What follows belongs to an exercise in optimizing a design on an open flow for small area, a short achievable clock period and few clock cycles per item; a production flow would make more cautious choices. In this exercise RTL edits were held to simulation tests only and were not proved equivalent to the original.

## v24
Design weight_update_top, start of the top module:
module weight_update_top
(
    input  logic                  clk,
    input  logic                  rstn,
    input  logic                  start,
    input  wupd_pkg::err_t        e,
    input  wupd_pkg::ref_vec_t    ref_vec,
    input  wupd_pkg::norm_t       n,
    output wupd_pkg::weight_vec_t weights,
    output logic                  busy,
    output logic                  done
);
Size: roughly 4200 cells after synthesis, about 340 flip-flops, about 290 I/O pins, ~0.030 sq mm of cells after synthesis.
==> flow/config.mk <==
export PLATFORM = sky130hd
export DESIGN_NAME = weight_update_top
export DESIGN_NICKNAME = weight_update_top
export VERILOG_FILES = /design/flow/design.v
export SDC_FILE = /design/flow/constraint.sdc
export NUM_CORES = 4
export LEC_CHECK = 0
export ABC_AREA = 1
export CAP_MARGIN = 20
export CORE_MARGIN = 2
export CORE_UTILIZATION = 40
export SLEW_MARGIN = 20
==> flow/constraint.sdc <==
create_clock -name core_clock -period 10.0 [get_ports {clk}]
set_input_delay 2.0000 -clock core_clock [delete_from_list [all_inputs] [get_ports {clk}]]
set_output_delay 2.0000 -clock core_clock [all_outputs]
set_load 0.01 [all_outputs]
run.sh (not shown) runs the stock make flow with config.mk's settings and CLKGATE_MAP_FILE= SYNTH_SCRIPT=/design/flow/synth_recipe.tcl, a recipe that flattens the netlist after the stock synthesis.
Testbench counts of v24, summed over its fixed seeds: cycles 7,465, updates 384.
For v7, these inputs were changed with respect to v24:
Settings: SETUP_SLACK_MARGIN: unset -> 5; TNS_END_PERCENT: unset -> 100.
==> comparison <==
v24 tops out at a lower clock frequency than v7.
The lower via count of the routed design came out of v24.
v7 ended with more share of cells above drive strength 1 than v24.
Going from v24 to v7, delay contributed by the slowest stage of the critical path fell by 0.16 ns, via count of the first global-routing pass rose by 0.98%, cell area after layout rose by about 7%.
The critical path depth in v7 was higher than what v24 gave.
Summary of v7 over v24: setup violation total in the final timing report comparable, worst hold slack across all endpoints comparable.

========
v12:
Another version of the RTL of weight_update_top (not shown whole).
Size in the first run: about 340 flip-flops, about 290 I/O pins, about 0.033 mm2 of cells after synthesis.
make LEC_CHECK=0 ABC_AREA=1 CAP_MARGIN=20 CORE_MARGIN=2 CORE_UTILIZATION=55 PLACE_DENSITY=0.75 SETUP_SLACK_MARGIN=5 SLEW_MARGIN=20 TNS_END_PERCENT=100 finish   # period 10.0 ns
Testbench counts of v12, summed over its fixed seeds: cycles 5,932, updates 384.
### v12 -> v14
# v12
export LEC_CHECK = 0
export ABC_AREA = 1
export CAP_MARGIN = 20
export CORE_MARGIN = 2
export CORE_UTILIZATION = 55
export PLACE_DENSITY = 0.75
export SETUP_SLACK_MARGIN = 5
export SLEW_MARGIN = 20
export TNS_END_PERCENT = 100
create_clock -name core_clock -period 10.0 [get_ports {clk}]
# v14
export LEC_CHECK = 0
export ABC_AREA = 1
export CAP_MARGIN = 20
export CORE_MARGIN = 2
export CORE_UTILIZATION = 40
export CTS_CLUSTER_DIAMETER = 80
export CTS_CLUSTER_SIZE = 40
export GPL_ROUTABILITY_DRIVEN = 0
export PLACE_DENSITY = 0.45
export SETUP_SLACK_MARGIN = 5
export SLEW_MARGIN = 20
export TNS_END_PERCENT = 100
create_clock -name core_clock -period 10.0 [get_ports {clk}]
- v14 finished all stages; the layout is clean.
- v14 vs v12 — number of inserted filler cells in the final layout rose 3376.
- Relative to v12, minimum setup slack in the final design has increased by 0.17 ns in v14.
- After synthesis and placement, the instance count of v14 is above that of v12.
Edits applied to the flow inputs when going from v14 to v1:
# v14
export LEC_CHECK = 0
export ABC_AREA = 1
export CAP_MARGIN = 20
export CORE_MARGIN = 2
export CORE_UTILIZATION = 40
export CTS_CLUSTER_DIAMETER = 80
export CTS_CLUSTER_SIZE = 40
export GPL_ROUTABILITY_DRIVEN = 0
export PLACE_DENSITY = 0.45
export SETUP_SLACK_MARGIN = 5
export SLEW_MARGIN = 20
export TNS_END_PERCENT = 100
create_clock -name core_clock -period 10.0 [get_ports {clk}]
# v1
export LEC_CHECK = 0
export ABC_AREA = 1
export CAP_MARGIN = 20
export CORE_MARGIN = 2
export CORE_UTILIZATION = 40
export CTS_CLUSTER_DIAMETER = 80
export CTS_CLUSTER_SIZE = 40
export SETUP_SLACK_MARGIN = 5
export SLEW_MARGIN = 20
export TNS_END_PERCENT = 100
create_clock -name core_clock -period 10.0 [get_ports {clk}]
==> comparison <==
Changes observed in v1 relative to v14: routed wire length went down 5100 um, proportion of cell area occupied by multi-input gates rose 0.39 points, area added between synthesis and finish went down 0.26 points.
v14 has a higher share of the cycle needed by the critical path after routing than v1.
For v55, these inputs were changed with respect to v1:
# v1
export LEC_CHECK = 0
export ABC_AREA = 1
export CAP_MARGIN = 20
export CORE_MARGIN = 2
export CORE_UTILIZATION = 40
export CTS_CLUSTER_DIAMETER = 80
export CTS_CLUSTER_SIZE = 40
export SETUP_SLACK_MARGIN = 5
export SLEW_MARGIN = 20
export TNS_END_PERCENT = 100
create_clock -name core_clock -period 10.0 [get_ports {clk}]
# v55
export LEC_CHECK = 0
export ABC_AREA = 0
export CAP_MARGIN = 20
export CORE_MARGIN = 2
export CORE_UTILIZATION = 40
export CTS_CLUSTER_DIAMETER = 80
export CTS_CLUSTER_SIZE = 40
export SETUP_SLACK_MARGIN = 5
export SLEW_MARGIN = 20
export TNS_END_PERCENT = 100
create_clock -name core_clock -period 10.0 [get_ports {clk}]
--- outcome ---
- Cmp v55 and v1 / met1 layer wirelength in the final routing / higher: v1
- Compared with v1, v55 shows detailed route wirelength on metal2 lower by 18%.
- Delta (v55 minus v1): design area down 3.9%, hold slack moved up, pin slew with the least headroom to its limit moved up.

========
Setup of alpha:
weight_update_top with an RTL version that a note above also has.
Size: ~340 flip-flops, ~30,000 um^2 of cells after synthesis.
Settings: LEC_CHECK=0, ABC_AREA=1, CAP_MARGIN=20, CORE_MARGIN=2, CORE_UTILIZATION=25, SETUP_SLACK_MARGIN=5, SLEW_MARGIN=20, TNS_END_PERCENT=100; clock period 10.0 ns.
alpha: PASS, flow complete, no timing, DRC or antenna violations
Testbench counts of alpha, summed over its fixed seeds: cycles 7,465, updates 384.
The inputs of beta differ from those of alpha as listed below.
- CORE_UTILIZATION changed from 25 to 55
Diff alpha and beta: total number of placement rows lower in beta. beta vs. alpha: synthesis-to-layout area growth went down by 3.1 points. Between alpha and beta, pre-CTS worst setup slack is higher for beta, alpha comes in under that. For the estimated wirelength of the detail-placed design, beta came in about 8% lower than alpha did. Of alpha and beta, the run reporting the higher worst-case headroom to the max-slew limit was alpha. Compared to alpha, beta shows a wider setup margin.

========
Setup of job 1863:
weight_update_top with an RTL version that a note above also has.
Size in the first run: ~340 flip-flops, about 290 I/O pins, about 0.033 mm² of cells after synthesis.
clock: 10.0 ns
lec_check: 0
abc_area: 1
cap_margin: 20
core_margin: 2
core_utilization: 30
cts_cluster_diameter: 80
cts_cluster_size: 40
gpl_routability_driven: 0
setup_slack_margin: 5
slew_margin: 20
tns_end_percent: 100
Job 1863 completed; timing, DRC and antenna clean
Testbench counts of job 1863, summed over its fixed seeds: cycles 5,932, updates 384.
--- input diff job 1863..job 7673 ---
- CORE_UTILIZATION changed from 30 to 40
- CTS_CLUSTER_DIAMETER changed from 80 to 60
- CTS_CLUSTER_SIZE changed from 40 to 30
Notes after the runs:
Start point of the critical path: rx_q[3]$_DFF_P_ -> job 1863, rx_q[1]$_DFF_P_ -> job 7673
Routed wire length improves in job 7673 relative to job 1863.
Status: final sequential cell count parity (job 1863, job 7673)
Job 7673: relative slew slack higher than job 1863
In the final design statistics, job 7673 uses fewer standard cells in total than job 1863.
Job 7673 vs job 1863 — fraction of the cycle the final worst path needs dropped 0.55 points.
Summary of job 7673 over job 1863: worst-case register-to-register setup slack climbed 0.06 ns, sequential fraction of total cell area barely changed, clock skew dropped 0.0060 ns, initial antenna violation count dropped 1.
Modified inputs, job 8696 compared to job 7673
- removing CTS_CLUSTER_DIAMETER (formerly 60)
- removing GPL_ROUTABILITY_DRIVEN (formerly 0)
- removing CTS_CLUSTER_SIZE (formerly 30)
Results
On cell count, job 8696 and job 7673 are neck and neck. Summary of job 8696 over job 7673: number of cells traversed by the worst register-to-register path now sits lower, per-cell via count in the routed design higher, post-CTS setup buffer count higher, synthesized netlist net count ~0 delta.

========
weight_update_top, a different RTL version from the one above (not shown whole).
For scale: ~350 flip-flops.
==> flow/design.v (excerpt) <==
module weight_update_top
(
    input  logic                  clk,
    input  logic                  rstn,
    input  logic                  start,
    input  wupd_pkg::err_t        e,
    input  wupd_pkg::ref_vec_t    ref_vec,
    input  wupd_pkg::norm_t       n,
    output wupd_pkg::weight_vec_t weights,
    output logic                  busy,
    output logic                  done
);
clock: 10.0 ns
lec_check: 0
abc_area: 1
cap_margin: 5
core_margin: 2
core_utilization: 40
setup_slack_margin: 5
slew_margin: 5
tns_end_percent: 100
The starting point passed the timing, DRC and antenna checks.
Testbench counts at the start, summed over its fixed seeds: cycles 6,316, updates 384.
Rerun with:
--- a/flow/config.mk
+++ b/flow/config.mk
@@ -9 +9 @@
-export CAP_MARGIN = 5
+export CAP_MARGIN = 20
@@ -13 +13 @@
-export SLEW_MARGIN = 5
+export SLEW_MARGIN = 20
Outcome: The new run went through all stages and came out clean. Final cell count is unchanged. Non-clock buffer count is unchanged. Setup slack stays the same.

========
Setup of job 101:
weight_update_top, a different RTL version from the one above (not shown whole).
Size: ~3,200 cells after synthesis, ~320 flip-flops, about 290 I/O pins, ~0.025 mm2 of cells after synthesis.
Design weight_update_top, start of the top module:
module weight_update_top
(
    input  logic                  clk,
    input  logic                  rstn,
    input  logic                  start,
    input  wupd_pkg::err_t        e,
    input  wupd_pkg::ref_vec_t    ref_vec,
    input  wupd_pkg::norm_t       n,
    output wupd_pkg::weight_vec_t weights,
    output logic                  busy,
    output logic                  done
);
    localparam int K  = 2;               
    localparam int NW = 26;              
    localparam int DW = 21;              
    localparam int XW = 18;              
    localparam int NI = XW / K;          
    localparam int CW = $clog2(NI);
    logic       accept;
    logic [3:0] ft;          
    logic       mv;          
    logic       m_en;
    logic       pv;          
    logic       dv;          
    logic       dtl;         
    logic [CW-1:0] cnt;        
    logic       wbv;         
    logic       wbl;         
    logic       dlast;
    logic       dload;
    logic       p_en;
    logic [CW-1:0] ld_cnt;      
    assign accept = start && !busy;
    assign dlast  = dv && (cnt == '0);
    assign dload  = pv && (!dv || dlast);
    assign p_en   = mv && (!pv || dload);
    assign m_en   = busy && !done && (!mv || p_en) && !ft[3];
    always_ff @(posedge clk or negedge rstn)
    begin
        if (!rstn)
        begin
            busy <= 1'b0;
            done <= 1'b0;
            ft   <= '0;
            mv   <= 1'b0;
            pv   <= 1'b0;
            dv   <= 1'b0;
            dtl  <= 1'b0;
            cnt  <= '0;
            wbv  <= 1'b0;
            wbl  <= 1'b0;
        end
        else
        begin
            done <= wbv && wbl;
            if (accept)
                busy <= 1'b1;
            else if (done)
                busy <= 1'b0;
            if (wbv && wbl)
                ft <= '0;
            else if (m_en)
                ft <= ft + 1'b1;
            if (m_en)
                mv <= 1'b1;
            else if (p_en)
                mv <= 1'b0;
            if (p_en)
                pv <= 1'b1;
            else if (dload)
                pv <= 1'b0;
            if (dload)
  ...
==> flow/config.mk <==
export PLATFORM = sky130hd
export DESIGN_NAME = weight_update_top
export DESIGN_NICKNAME = weight_update_top
export VERILOG_FILES = /design/flow/design.v
export SDC_FILE = /design/flow/constraint.sdc
export NUM_CORES = 4
export LEC_CHECK = 0
export ABC_AREA = 1
export CAP_MARGIN = 20
export CORE_MARGIN = 2
export CORE_UTILIZATION = 40
export SETUP_SLACK_MARGIN = 5
export SLEW_MARGIN = 20
export TNS_END_PERCENT = 100
==> flow/constraint.sdc <==
create_clock -name core_clock -period 10.0 [get_ports {clk}]
set_input_delay 2.0000 -clock core_clock [delete_from_list [all_inputs] [get_ports {clk}]]
set_output_delay 2.0000 -clock core_clock [all_outputs]
set_load 0.01 [all_outputs]
Testbench counts of job 101, summed over its fixed seeds: cycles 10,893, updates 384.
Changes in job 102 relative to job 101:
- TNS_END_PERCENT no longer set, was 100
- SETUP_SLACK_MARGIN no longer set, was 5
[summary]
- Taking job 101 as the reference point, the detailed-route vias per instance of job 102 falls by about 0.4%.
- | met2 layer wire length in the routed design | lower: job 102 |
- Lower number of gates on the worst path with buffers counted among job 101 and job 102: job 101
- Sequential cell area share | job 102 above job 101
- Of job 101 and job 102, the run reporting the higher via count was job 101.
- The flow did not stop early for job 102: all stages ran, and the layout cleared the timing, DRC and antenna checks.
- Worst setup slack: job 102 vs job 101 down 0.73 ns
- Compared job 102 against job 101; worst hold slack across all endpoints within noise.
- Wire: job 102 routes less than job 101

[separate check: timing with driven ports]
The results above use ideal ports. As a check the final layouts listed here were re-extracted and re-timed, cells and wires unchanged. Step 1, drivers: a clkbuf_16 drives clk and a buf_2 each remaining input, both assumed. Step 2, shift: input delay + t, output delay - t, t = (earliest + latest rising clock arrival at the registers) / 2. This alone moves slack from input paths to output paths. Slacks: ideal ports / drivers / drivers and shift; pairs: ideal ports / drivers.
run	t, ns	slack for setup (ns)	latest minus earliest clock arrival (ns)
v24	0.639	3.524 / 3.524 / 3.524	0.046 / 0.046
v7	0.643	5.035 / 5.035 / 5.035	0.040 / 0.041
v12	0.655	4.702 / 4.728 / 4.092	0.039 / 0.039
v14	0.702	4.875 / 4.875 / 4.272	0.042 / 0.041
v1	0.675	4.895 / 4.895 / 4.298	0.021 / 0.021
v55	0.660	4.142 / 4.142 / 4.135	0.062 / 0.062
alpha	0.663	5.042 / 5.042 / 5.042	0.034 / 0.034
beta	0.635	5.048 / 5.048 / 5.048	0.028 / 0.028
job 1863	0.691	4.892 / 4.892 / 4.434	0.040 / 0.040
job 7673	0.634	4.947 / 4.947 / 4.371	0.031 / 0.030
job 8696	0.644	4.903 / 4.903 / 4.349	0.035 / 0.034
the first run of note 5	0.657	5.058 / 5.058 / 5.058	0.046 / 0.047
the second run of note 5	0.657	5.058 / 5.058 / 5.058	0.046 / 0.047
job 101	0.629	5.141 / 5.141 / 5.141	0.021 / 0.021
job 102	0.627	4.416 / 4.416 / 4.416	0.023 / 0.023
After both steps setup and hold are still met in every run listed. For v12, which loses most, drivers alone change the setup slack by +0.026 ns; drivers and shift together by -0.610 ns.
